What follows belongs to an exercise in optimizing a design on an open flow for small area, a short achievable clock period and few clock cycles; a production flow would make more cautious choices.
Only simulation tests tie the RTL to the original design; equivalence was not proved.

[design/flow/design.v]
module alu_cmd_responder #(
   parameter int WIDTH = 32
) (
   input  logic             clk,
   input  logic             rst,
   input  logic             cmd_valid,
   output logic             cmd_ready,
   input  logic [3:0]       cmd_op,
   input  logic [WIDTH-1:0] cmd_p,
   input  logic [WIDTH-1:0] cmd_q,
   output logic             rsp_valid,
   input  logic             rsp_ready,
   output logic [WIDTH-1:0] rsp_result,
   output logic [1:0]       rsp_error,
   output logic             busy
);
   localparam int CW = $clog2(WIDTH + 1);
   localparam logic [3:0] OP_NOP = 4'b0000;
   localparam logic [3:0] OP_ADD = 4'b0001;
   localparam logic [3:0] OP_MUL = 4'b0010;
   localparam logic [3:0] OP_DIV = 4'b0011;
   localparam logic [3:0] OP_SUB = 4'b0100;
   localparam logic [3:0] OP_CLR = 4'b1100;
   localparam logic [3:0] OP_POW = 4'b1111;
   localparam logic [1:0] ERR_OK  = 2'b00;
   localparam logic [1:0] ERR_OVF = 2'b01;
   localparam logic [1:0] ERR_DIV = 2'b10;
   localparam logic [1:0] ERR_ILL = 2'b11;
   typedef enum logic [1:0] {IDLE, EXEC, RESP} stateT;
   stateT state, nextState;
   logic [WIDTH-1:0] acc;
   logic [1:0]       err;
   logic [WIDTH-1:0] opP;
   logic [WIDTH-1:0] tmp;
   logic [WIDTH-1:0] quo;
   logic [WIDTH-1:0] rem;
   logic [CW-1:0]    cnt;
   logic             isDiv;
   logic             ovf;
   logic             accept;
   logic             startExec;
   logic             execDone;
   logic [WIDTH-1:0] immAcc;
   logic [1:0]       immErr;
   logic [WIDTH:0]   sum;
   logic [WIDTH:0]   diff;
   logic [2*WIDTH-1:0] prod;
   logic [2*WIDTH-1:0] powProd;
   logic [WIDTH-1:0] powNext;
   logic             powOvf;
   logic [WIDTH:0]   remShift;
   logic [WIDTH:0]   trial;
   logic [WIDTH-1:0] newRem;
   logic [WIDTH-1:0] newQuo;
   assign accept   = cmd_valid && (state == IDLE);
   assign execDone = (cnt == CW'(1));
   always_comb begin
      sum       = {1'b0, acc} + {1'b0, cmd_p};
      diff      = {1'b0, acc} - {1'b0, cmd_p};
      prod      = {{WIDTH{1'b0}}, acc} * {{WIDTH{1'b0}}, cmd_p};
      immAcc    = acc;
      immErr    = ERR_OK;
      startExec = 1'b0;
      case (cmd_op)
         OP_NOP: immAcc = acc;
         OP_ADD: begin
            immAcc = sum[WIDTH-1:0];
            immErr = sum[WIDTH] ? ERR_OVF : ERR_OK;
         end
         OP_SUB: begin
            immAcc = diff[WIDTH-1:0];
            immErr = diff[WIDTH] ? ERR_OVF : ERR_OK;
         end
         OP_MUL: begin
            immAcc = prod[WIDTH-1:0];
            immErr = (|prod[2*WIDTH-1:WIDTH]) ? ERR_OVF : ERR_OK;
         end
         OP_DIV: begin
            if (cmd_p == '0) immErr = ERR_DIV;
            else startExec = 1'b1;
         end
         OP_CLR: immAcc = '0;
         OP_POW: begin
            if (|cmd_q[WIDTH-1:5]) immErr = ERR_ILL;
            else if (cmd_q == '0) immAcc = WIDTH'(1);
            else startExec = 1'b1;
         end
         default: immErr = ERR_ILL;
      endcase
   end
   always_comb begin
      powProd  = {{WIDTH{1'b0}}, tmp} * {{WIDTH{1'b0}}, opP};
      powNext  = powProd[WIDTH-1:0];
      powOvf   = ovf | (|powProd[2*WIDTH-1:WIDTH]);
      remShift = {rem, quo[WIDTH-1]};
      trial    = remShift - {1'b0, opP};
      if (!trial[WIDTH]) begin
         newRem = trial[WIDTH-1:0];
         newQuo = {quo[WIDTH-2:0], 1'b1};
      end else begin
         newRem = remShift[WIDTH-1:0];
         newQuo = {quo[WIDTH-2:0], 1'b0};
      end
   end
   always_ff @(posedge clk or posedge rst) begin
      if (rst) state <= IDLE;
      else     state <= nextState;
   end
   always_comb begin
      nextState = state;
      cmd_ready = 1'b0;
      rsp_valid = 1'b0;
      busy      = 1'b1;
      case (state)
         IDLE: begin
            cmd_ready = 1'b1;
            busy      = 1'b0;
            if (accept) nextState = startExec ? EXEC : RESP;
         end
         EXEC: begin
            if (execDone) nextState = RESP;
         end
         RESP: begin
            rsp_valid = 1'b1;
            if (rsp_ready) nextState = IDLE;
         end
         default: nextState = IDLE;
      endcase
   end
   always_ff @(posedge clk or posedge rst) begin
      if (rst) begin
         acc   <= '0;
         err   <= ERR_OK;
         opP   <= '0;
         tmp   <= '0;
         quo   <= '0;
         rem   <= '0;
         cnt   <= '0;
         isDiv <= 1'b0;
         ovf   <= 1'b0;
      end else begin
         case (state)
            IDLE: begin
               if (accept) begin
                  if (startExec) begin
                     opP   <= cmd_p;
                     isDiv <= (cmd_op == OP_DIV);
                     ovf   <= 1'b0;
                     rem   <= '0;
                     quo   <= acc;
                     tmp   <= WIDTH'(1);
                     if (cmd_op == OP_DIV) cnt <= CW'(WIDTH);
                     else                  cnt <= CW'(cmd_q[4:0]);
                  end else begin
                     acc <= immAcc;
                     err <= immErr;
                  end
               end
            end
            EXEC: begin
               cnt <= cnt - CW'(1);
               if (isDiv) begin
                  rem <= newRem;
                  quo <= newQuo;
                  if (execDone) begin
                     acc <= newQuo;
                     err <= ERR_OK;
                  end
               end else begin
                  tmp <= powNext;
                  ovf <= powOvf;
                  if (execDone) begin
                     acc <= powNext;
                     err <= powOvf ? ERR_OVF : ERR_OK;
                  end
               end
            end
            default: ;
         endcase
      end
   end
   assign rsp_result = acc;
   assign rsp_error  = err;
endmodule
[design/flow/run.sh]
#!/bin/bash
# synth_recipe.tcl (not shown) runs the flow's synth.tcl, then flattens the netlist and writes it again
# the make line also repeats each setting of config.mk as NAME=value (left out here)
make -C /OpenROAD-flow-scripts/flow DESIGN_CONFIG=/design/flow/config.mk WORK_HOME=/design/flow/orfs CLKGATE_MAP_FILE= SYNTH_SCRIPT=/design/flow/synth_recipe.tcl finish
[design/flow/config.mk]
export PLATFORM = sky130hd
export DESIGN_NAME = alu_cmd_responder
export DESIGN_NICKNAME = alu_cmd_responder
export VERILOG_FILES = /design/flow/design.v
export SDC_FILE = /design/flow/constraint.sdc
export NUM_CORES = 4
export LEC_CHECK = 0
export CAP_MARGIN = 20
export CORE_MARGIN = 2
export CORE_UTILIZATION = 40
export PLACE_DENSITY = 0.6
export SLEW_MARGIN = 20
[design/flow/constraint.sdc]
create_clock -name core_clock -period 11.0 [get_ports {clk}]
set_input_delay 2.2000 -clock core_clock [delete_from_list [all_inputs] [get_ports {clk}]]
set_output_delay 2.2000 -clock core_clock [all_outputs]
set_load 0.01 [all_outputs]
==> summary.txt <==
==> cell families after synthesis <==
group / Yosys count
multiplexers: 22
buffers and inverters: 2311
XOR/XNOR: 125
flip-flops: 172
AO/OA/AOI/OAI: 1033
AND/OR/NAND/NOR: 2949
adder cells (fa/ha/maj): 2419
==> metrics by stage <==
step / cell area [sq um] / hold WS (ns) / setup WS [ns]
after floorplan: 80140 / 0.4564 / 1.254
final: 85210 / 0.4811 / 0.5488
after global placement: 84480 / 0.4608 / 0.09813
after CTS: 85190 / 0.4841 / 0.5415
after detailed placement: 84490 / 0.4698 / 0.04926
after global routing: 85210 / 0.5026 / 0.03241
==> worst min-delay path, stage by stage, from the launching register on <==
cell and delay (ns):
dfrtp_1 0.34, nand2_1 0.05, o21ai_0 0.06
==> worst min-delay path by stage <==
stage | end | start
CTS | tmp[25]$_DFFE_PP0P_ | tmp[25]$_DFFE_PP0P_
detailed placement | tmp[25]$_DFFE_PP0P_ | tmp[25]$_DFFE_PP0P_
finish | opP[28]$_DFFE_PP0P_ | opP[28]$_DFFE_PP0P_
global route | tmp[25]$_DFFE_PP0P_ | tmp[25]$_DFFE_PP0P_
floorplan | ovf$_DFFE_PP0P_ | ovf$_DFFE_PP0P_
global placement | tmp[25]$_DFFE_PP0P_ | tmp[25]$_DFFE_PP0P_
==> state kept, by name, summed over array words and instances, names as in the netlist <==
register / count
state: 2
err: 2
ovf: 1
isDiv: 1
rem: 32
cnt: 6
opP: 32
acc: 32
quo: 32
tmp: 32
==> repair_timing <==
item,4_1_cts,5_1_grt
setup endpoints to repair,0,1
resized for setup,0,1
endpoints found under the hold margin,0,0
setup buffers,0,0
==> placed cells by master (no fill, tap or decap), drive strengths merged, types with 16 or more instances in the layout <==
cell type / netlist / layout
a21o: 98 / 98
a21boi: 19 / 19
nor3: 43 / 43
and2: 1292 / 1292
dfrtp: 172 / 172
a21oi: 252 / 252
o31ai: 26 / 26
o211ai: 30 / 30
inv: 1769 / 1769
fa: 1795 / 1795
clkdlybuf4s50: 0 / 107
clkbuf: 524 / 29
nor2: 244 / 244
or3: 22 / 22
xor2: 47 / 47
o21ai: 214 / 214
nand3: 68 / 68
xnor2: 77 / 77
nand2b: 21 / 21
a22o: 16 / 16
nand2: 1060 / 1060
buf: 16 / 241
o21bai: 32 / 32
o311ai: 30 / 30
and3: 26 / 26
ha: 624 / 624
o221ai: 18 / 18
a221oi: 23 / 23
mux2i: 17 / 17
nor4: 35 / 35
a31oi: 67 / 67
nor2b: 27 / 27
o21a: 28 / 28
a221o: 25 / 25
a211oi: 31 / 31
nand4: 60 / 60
==> final cells by class <==
type                            instances  area share
Multi-Input combinational cell       6548      0.7887
Antenna cell                            3  0.00008810
Clock inverter                          4   0.0005286
Clock buffer                           29    0.007753
Inverter                             1771     0.07810
Tap cell                             2656     0.03900
Sequential cell                       172     0.05061
Timing Repair Buffer                  348     0.03524
==> per-layer routing <==
metal  vias up  track usage  wire length, um
met1     32570       0.3222           103900
met3       426      0.01922            11730
li1      27240            -                -
met2      1864       0.4445           125000
met4         0      0.07473             8149
met5         -            0                0
==> qor.yml <==
start_util: 0.4018
synth_nets: 11520
synth_top_family_by_area: "adder cells"
vias: 62100
synth-xor-area-share: 0.01383
cp-startpoint: "cmd_p[20]"
drt_first_pass_iters: 7
dp_cells: 11500
min_path_type: "reg -> reg"
synth-seq-cells: 172
die_area_sq_um: 203900
fin_nets: 11360
wirelength_um: 248800
synthCells: 9031
relSlewSlack: 0.2049
register_area_sq_um: 4313
synth-simple-area-share: 0.1890
grt_max_degree: 101
slowest_stage: "clkdlybuf4s50_1"
gr-usage-all-layers: 0.2493
finalSetupTns_ns: 0
synth.avg_cell_area_sq_um: 8.874
grt_pass1_wl_um: 398300
clockRootBuffer: "clkbuf_16"
worstReg2RegStart: "opP[9]$_DFFE_PP0P_"
reg2reg_depth: 28
crit_required_ns: 11.38
cts_tree: "built"
synth_mux_area_frac: 0.002826
synth_most_common_cell: "fa_1"
route.detailed.drc: 0
ys_types: 91
crit_buf_inv: 6
criticalPathCategory: "in -> reg"
core_sq_um: 199500
yosysTopAreaCellShare: 0.4484
synth_ff_type: "dfrtp_1"
slowest_delay_ns: 0.67
synth_area_leaders: "fa_1 (45%), and2_1 (10%), ha_1 (9.7%)"
wl_per_cell_um: 21.57
crit_top_cell: "fa_1"
port-buffer-count: 108
cts-buffers-inserted: 25
ant_nets: 0
num_rows: 164
fillers: 19610
critPathCapture: "err[0]$_DFFE_PP0P_"
yosysTopAreaCell: "fa_1"
die_h_um: 451.6
finalMaxSlewViolations: 0
timing.rr.end: "err[0]$_DFFE_PP0P_"
fin_crit_sh: 0.9501
antenna_found_initial: 7
skew_ns: 0.02770
finalSetupViolCount: 0
synth-compound-area-share: 0.08631
synth-async-reset-ratio: 1.000
min_path_cells: 2
clockBufferDepth: 3
synth_edf_count: 0
rsz0062_at_grt: "false"
final_layout_size_suffix_gt1_frac: 0.03798
area_growth_pct: 6.331
hold_buffers: 0
clkLatencyLatePin_ns: 0.52
reg2reg_slack_ns: 1.48
die_x_um: 451.6
num_io_pins: 109
tightest_slew_ns: 1.193
drv_cap: 0
h-tree-depth: 4
clk_pin_slew_worst_paths_ns: 0.06
final_util: 0.4272
finalHoldViolCount: 0
synthAdderAreaFrac: 0.5458
yosys_warnings: 1
endpoint_kind: "flip-flop"
min_period_ns: 10.45
worstSetupStartpointType: "input pin"
synthesis.area_sq_um: 80140
viasPerCell: 5.385
place_hpwl_um: 205100
final_cells: 11530
grt_pass1_vias: 68630
multi_input_area_sq_um: 67200
drt_iter0_markers: 4117
gp_congestion: 0.9730
status: "timing/DRC/antenna clean"
cp_top_family: "adder cells"
fmax_ghz: 0.09568
worst_ep_arrival_time_ns: 10.83
cp_max_fo: 12
numClockSinks: 172
seq_area_frac_synth: 0.05371
overflow: 0
worst-path-stages: 28
synth_common_cells: "fa_1 (1795), inv_1 (1768), and2_1 (1292)"
Testbench counts, summed over its fixed seeds: cycles 26,791.

-- what the ideal ports hide --
How much do the figures lean on ideal ports? The routed layout below was timed once more, with nothing changed but the port constraints.
Step 1 (the two cells are an assumption about what drives the block):
set clk [get_ports {clk}]
set_driving_cell -lib_cell sky130_fd_sc_hd__clkbuf_16 $clk
set_driving_cell -lib_cell sky130_fd_sc_hd__buf_2 [delete_from_list [all_inputs] $clk]
Step 2 adds t to the input delays and takes it off the output delays; t is the mean of the earliest and latest rising clock arrival at the registers after step 1. Input paths then give back, and output paths get back, about the clock's delay inside the block.
a / b / c = ideal / step 1 / step 2; a / b = the first two.
t (ns): 0.566
setup WS [ns]: 0.549 / 0.579 / 0.013
worst setup path at the end: input to register
clock arrival spread, ns: 0.028 / 0.028
pins driven straight from the clock port: 1
After both steps this run still meets setup and hold. The setup slack of this run moves by +0.030 ns with the drivers and by -0.536 ns with both steps.
